From an optimization exercise on the open Yosys and OpenROAD flow, aimed at small area, a short achievable clock period and few clock cycles per item; shortcuts taken in it are not production practice.
Only simulation tests tie the RTL to the original design; equivalence was not proved.

==> trial 92: inputs <==
Design weighted_random_peer_select, start of the top module:
module weighted_random_peer_select #(
	parameter int MAX_PEERS   = wrps_pkg::DEF_MAX_PEERS,
	parameter int WEIGHT_BITS = wrps_pkg::DEF_WEIGHT_BITS
) (
	input  logic                                clk,
	input  logic                                arst_n,
	input  logic                                s_tvalid,
	output logic                                s_tready,
	input  logic [wrps_pkg::S_TDATA_BITS-1:0]   s_tdata,
	input  logic [0:0]                          s_tuser,
	output logic                                m_tvalid,
	input  logic                                m_tready,
	output logic [wrps_pkg::M_TDATA_BITS-1:0]   m_tdata,
	output logic [wrps_pkg::STATUS_BITS-1:0]    m_tuser,
	input  logic                                cfg_valid,
	output logic                                cfg_ready,
	input  logic [wrps_pkg::CFG_INDEX_BITS-1:0] cfg_index,
	input  logic [wrps_pkg::CFG_DATA_BITS-1:0]  cfg_data
);
Settings: LEC_CHECK=0, CAP_MARGIN=20, CORE_MARGIN=2, CORE_UTILIZATION=30, SETUP_SLACK_MARGIN=5, SLEW_MARGIN=20; clock period 10.0 ns.
run.sh (not shown) runs the stock make flow with config.mk's settings and CLKGATE_MAP_FILE= SYNTH_SCRIPT=/design/flow/synth_recipe.tcl, a recipe that flattens the netlist after the stock synthesis.
==> trial 84: changes against trial 92 <==
--- a/flow/design.v
+++ b/flow/design.v
@@ -66,13 +66,15 @@
 	logic       rc_clr;       
 	logic       rc_issue;
 	logic [4:0] owed_q;
 	logic       s_tready_q;
 	logic       acc_fire;
 	logic       take;
-	assign rc_issue = rc_busy_q && !rc_cnt_q[3] && !init_q;
+	logic [2:0] rc_last_g;
+	assign rc_last_g = 3'((n_use - 7'd1) >> 3);
+	assign rc_issue  = rc_busy_q && rc_cnt_q <= {1'b0, rc_last_g} && !init_q;
 	logic rc_busy_d;
 	logic rc_done;
 	always_comb begin
 		rc_busy_d = rc_busy_q;
 		if (cfg_valid)    rc_busy_d = 1'b1;
 		else if (rc_done) rc_busy_d = 1'b0;
@@ -137,13 +139,13 @@
 	logic [8:0]  c1_bone, c1_btwo, c1_bneg;    
 	logic [3:0]  c1_wh;
 	logic        c2_v, c2_op, c2_add;
 	logic [5:0]  c2_k;
 	logic [15:0] c2_w;
 	logic        c3_v, c3_op;
-	logic [7:0]  c3_ge;
+	logic [6:0]  c3_ge;
 	logic [5:0]  c3_k;
 	logic [15:0] c3_w;
 	logic        c4_v, c4_op;
 	logic [5:0]  c4_k;
 	logic [15:0] c4_w;
 	logic        own_wr_a_q;
@@ -269,40 +271,41 @@
 		y       = {maj[36:0], 1'b0};
 		s3_prod = x + y;
 	end
 	always_ff @(posedge clk or negedge arst_n) begin
 		if (!arst_n) begin
 			c3_v  <= 1'b0;
-			c3_ge <= 8'd0;
+			c3_ge <= 7'd0;
 		end else begin
 			c3_v <= c2_v;
-			for (int g = 0; g < 8; g++) c3_ge[g] <= c2_add && !cfg_valid && 3'(g) >= c2_k[5:3];
+			for (int g = 0; g < 7; g++) c3_ge[g] <= c2_add && !cfg_valid && 3'(g) >= c2_k[5:3];
 		end
 	end
 	always_ff @(posedge clk) begin
 		c3_op    <= c2_op;
 		c3_k     <= c2_k;
 		c3_w     <= c2_w;
 		c3_delta <= c2_delta;
 		c3_q     <= s3_prod[37:16];
 		c3_zero  <= c2_zero;
 	end
-	logic [7:0][21:0] pg_q;
+	logic [6:0][21:0] pg_q;
 	logic [7:0]       s4_cmp;
 	logic [7:0]       s4_h;
 	logic [21:0]      s4_prev;
 	logic [7:0]       c4_h;
 	logic [21:0]      c4_q, c4_prev;
 	logic             c4_zero;
 	always_comb begin
-		for (int g = 0; g < 8; g++) s4_cmp[g] = pg_q[g] > c3_q;
+		for (int g = 0; g < 7; g++) s4_cmp[g] = pg_q[g] > c3_q;
+		s4_cmp[7] = 1'b1;
 		s4_h    = s4_cmp & ~{s4_cmp[6:0], 1'b0};
 		s4_prev = 22'd0;
 		for (int g = 1; g < 8; g++) s4_prev = s4_prev | (s4_h[g] ? pg_q[g-1] : 22'd0);
 	end
-	for (genvar g = 0; g < 8; g++) begin : g_pg
+	for (genvar g = 0; g < 7; g++) begin : g_pg
 		always_ff @(posedge clk) begin
 			if (rc_clr)        pg_q[g] <= 22'd0;
 			else if (c3_ge[g]) pg_q[g] <= pg_q[g] + {c3_delta[20], c3_delta};
 		end
 	end
 	always_ff @(posedge clk or negedge arst_n) begin
@@ -459,13 +462,13 @@
 		c7_gs <= s7_f6;
 		c7_g  <= c6_g;
 	end
 	assign rc_inj  = c7_rc && !cfg_valid;
 	assign rc_gs   = c7_gs;
 	assign rc_g    = c7_g;
-	assign rc_done = c6_rc && c6_g == 3'd7;
+	assign rc_done = c6_rc && c6_g == rc_last_g;
 	logic [QD-1:0][7:0] q_d;
 	logic [3:0]         q_wp, q_rp;
 	logic [4:0]         q_n;
 	logic               out_v;
 	logic [7:0]         out_d;
 	logic               out_load;
==> flow/flow/run.sh (new file) <==
#!/bin/bash
set -euo pipefail
bash standard.sh SETUP_SLACK_MARGIN=6.3 finish > orfs_make.log 2>&1
==> flow/standard.sh (new file) <==
#!/bin/bash
# synth_recipe.tcl (not shown) runs the flow's synth.tcl, then flattens the netlist and writes it again
# the make line also repeats each setting of config.mk as NAME=value (left out here)
make -C /OpenROAD-flow-scripts/flow DESIGN_CONFIG=/design/flow/config.mk WORK_HOME=/design/flow/orfs CLKGATE_MAP_FILE= SYNTH_SCRIPT=/design/flow/synth_recipe.tcl "${@:-finish}"
CTS_CLUSTER_DIAMETER = 110   (was default)
CTS_CLUSTER_SIZE = 22   (was default)
PLACE_DENSITY = 0.45   (was default)
SETUP_SLACK_MARGIN = default   (was 5)
removed: flow/run.sh
==> notes <==
In trial 84 the fmax is larger than in trial 92, by about 20%.
Against trial 84, the register-to-register slack of trial 92 is worse by 830 ps.
Against trial 92, the critical path depth of trial 84 is higher by 2.
Of trial 84 and trial 92, trial 92 has the higher sequential cell count (gap 23).
Testbench counts of trial 92, summed over its fixed seeds: cycles 3,864, items 3,712.
Testbench counts of trial 84, summed over its fixed seeds: cycles 3,852, items 3,712.

==> what the ideal ports hide <==
The flow's constraints put no driver on any port. The routed layouts listed below were extracted and timed again, unchanged, in two steps. Step 1 sets driving cells, clkbuf_16 on the clock port and buf_2 on the other inputs (assumed; they add their load-dependent delay and slew). Step 2 also shifts input and output timing later by t, the mid clock arrival at the registers, as if the neighbouring blocks saw the same clock. Slacks: ideal / step 1 / step 2; pairs: ideal / step 1.
| run | t (ns) | slack for setup (ns) | hold slack, ns | worst setup path at the end | worst slew at a driven data input, ns |
|---|---|---|---|---|---|
| trial 92 | 1.039 | 4.887 / 4.887 / 4.834 | 0.254 / 0.254 / 0.254 | input to register | 0.18 |
| trial 84 | 1.047 | 5.721 / 5.721 / 5.370 | 0.331 / 0.331 / 0.331 | input to register | 0.07 |
After both steps every run listed still meets setup and hold. For trial 84, which loses most, drivers alone change the setup slack by 0.000 ns; drivers and shift together by -0.351 ns.
